What follows belongs to an exercise in optimizing a design on an open flow for small area and a short achievable clock period; a production flow would make more cautious choices.
In this exercise RTL edits were held to simulation tests only and were not proved equivalent to the original.
Power is estimated from default activity; no workload was simulated.

## run A
## core_top
module core_top (
  input  logic      clk_i,
  input  logic      start_i,        
  input  isa_pkg::word_t     instr_i,
  input  logic      instr_valid_i,
  input  isa_pkg::reg_addr_t dbg_addr_i,
  output logic      wb_valid_o,
  output isa_pkg::reg_addr_t wb_addr_o,
  output isa_pkg::word_t     wb_data_o,
  output isa_pkg::word_t     dbg_data_o
);
Size: ~5,200 cells after synthesis, about 1,200 flip-flops, roughly 110 I/O pins.
clock: 15.0 ns
lec_check: 0
cap_margin: 30
cell_pad_in_sites_detail_placement: 2
cell_pad_in_sites_global_placement: 2
core_margin: 2
core_utilization: 40
cts_buf_list: sky130_fd_sc_hd__clkbuf_16
cts_cluster_diameter: 100
cts_cluster_size: 24
place_density: 0.55
setup_slack_margin: 5
slew_margin: 30
synth_hierarchical: 1
standard.sh (not shown) runs the stock make flow with config.mk's settings and CLKGATE_MAP_FILE= SYNTH_SCRIPT=/design/flow/synth_recipe.tcl, a recipe that flattens the netlist after the stock synthesis.
==> flow/flow/run.sh <==
#!/bin/bash
# Layout flow: the standard ORFS flow (standard.sh, standard synthesis
# included) with three placement/repair knobs changed:
#  - ports are buffered with buf_4 instead of the delay cell buffer_ports
#    picks by default,
#  - repair may resize across cell footprints,
#  - repair_timing aims for SETUP_MARGIN ns of setup slack at the design's
#    clock period (the SDC is unchanged).
# The full make output goes to flow_make.log in the work folder; ORFS's own
# per-step logs are under orfs/logs.
set -euo pipefail
SETUP_MARGIN=${SETUP_MARGIN:-6.5}
bash standard.sh \
  "BUFFER_PORTS_ARGS=-buffer_cell sky130_fd_sc_hd__buf_4" \
  MATCH_CELL_FOOTPRINT=0 \
  SETUP_SLACK_MARGIN=$SETUP_MARGIN \
  finish > flow_make.log 2>&1
Run A went all the way through the flow, and no timing, DRC or antenna check failed.
What run B does differently from run A at the input level:
- swapping 30 for 40 in SLEW_MARGIN
- swapping 0.55 for 0.5 in PLACE_DENSITY
- swapping 30 for 40 in CAP_MARGIN
- swapping 40 for 35 in CORE_UTILIZATION
==> flow/run.sh (new file) <==
#!/bin/bash
# synth_recipe.tcl (not shown) runs the flow's synth.tcl, then flattens the netlist and writes it again
# the make line also repeats each setting of config.mk as NAME=value (left out here)
make -C /OpenROAD-flow-scripts/flow DESIGN_CONFIG=/design/flow/config.mk WORK_HOME=/design/flow/orfs CLKGATE_MAP_FILE= SYNTH_SCRIPT=/design/flow/synth_recipe.tcl finish
removed: flow/flow/run.sh
removed: flow/standard.sh
Results
For combinational fraction of design power, run B and run A come out practically identical.
As of run B, top achievable clock speed had fallen by more than 10% compared to run A.
Run B vs run A on total power: run B is the higher one.
Run A → run B: non-clock buffer count fell 1.1%; delay of the slowest cell on the worst path shows an increase of 210 ps.
Input-level comparison between run C and run B:
- swapping 40 for 30 in SLEW_MARGIN
- swapping 35 for 45 in CORE_UTILIZATION
- swapping 40 for 30 in CAP_MARGIN
- swapping 0.5 for 0.6 in PLACE_DENSITY
==> flow/flow/run.sh (new file) <==
#!/bin/bash
# Layout flow: the standard ORFS flow (standard.sh, standard synthesis
# included) with three placement/repair knobs changed:
#  - ports are buffered with buf_4 instead of the delay cell buffer_ports
#    picks by default,
#  - repair may resize across cell footprints,
#  - repair_timing aims for SETUP_MARGIN ns of setup slack at the design's
#    clock period (the SDC is unchanged).
# The full make output goes to flow_make.log in the work folder; ORFS's own
# per-step logs are under orfs/logs.
set -euo pipefail
SETUP_MARGIN=${SETUP_MARGIN:-6.5}
bash standard.sh \
  "BUFFER_PORTS_ARGS=-buffer_cell sky130_fd_sc_hd__buf_4" \
  MATCH_CELL_FOOTPRINT=0 \
  SETUP_SLACK_MARGIN=$SETUP_MARGIN \
  finish > flow_make.log 2>&1
==> flow/standard.sh (new file) <==
#!/bin/bash
# synth_recipe.tcl (not shown) runs the flow's synth.tcl, then flattens the netlist and writes it again
# the make line also repeats each setting of config.mk as NAME=value (left out here)
make -C /OpenROAD-flow-scripts/flow DESIGN_CONFIG=/design/flow/config.mk WORK_HOME=/design/flow/orfs CLKGATE_MAP_FILE= SYNTH_SCRIPT=/design/flow/synth_recipe.tcl "${@:-finish}"
removed: flow/run.sh
[summary]
- In terms of fraction of power consumed by combinational cells, run C and run B differ only marginally.
- Lower area added between synthesis and finish goes to run C over run B.
- In the tables for run C and run B, number of buffers created by CTS reads higher with run B.
- Between run C and run B, the number of levels in the clock H-tree figures differ only marginally.
- The clock latency on the worst-skew pair in run C sits 40 ps below the value recorded for run B.
- Setup slack in run C is larger than in run B.
- Relative to run B, the total met3 wirelength after detailed routing measured on run C has increased by more than a quarter.

==> static timing again, ports no longer ideal <==
The flow's constraints put no driver on any port. The routed layouts listed below were extracted and timed again, unchanged, in two steps. Step 1 sets driving cells, clkbuf_16 on the clock port and buf_2 on the other inputs (assumed; they add their load-dependent delay and slew). Step 2 also shifts input and output timing later by t, the mid clock arrival at the registers, as if the neighbouring blocks saw the same clock. Three values: no drivers, after step 1, after step 2; two values: the first two.
| run | shift t [ns] | setup WS [ns] | hold slack, ns | worst setup path after step 2 | worst slew at a driven data input, ns |
|---|---|---|---|---|---|
| run A | 0.853 | 6.411 / 6.308 / 5.745 | 0.553 / 0.553 / 0.553 | input to register | 0.15 |
| run B | 0.857 | 5.136 / 5.098 / 4.998 | 0.559 / 0.559 / 0.559 | input to register | 0.05 |
| run C | 0.826 | 6.372 / 6.344 / 5.687 | 0.640 / 0.640 / 0.640 | input to register | 0.19 |
After both steps every run listed still meets setup and hold. The setup slack of run C, which loses most, moves by -0.028 ns with the drivers and by -0.685 ns with both steps.
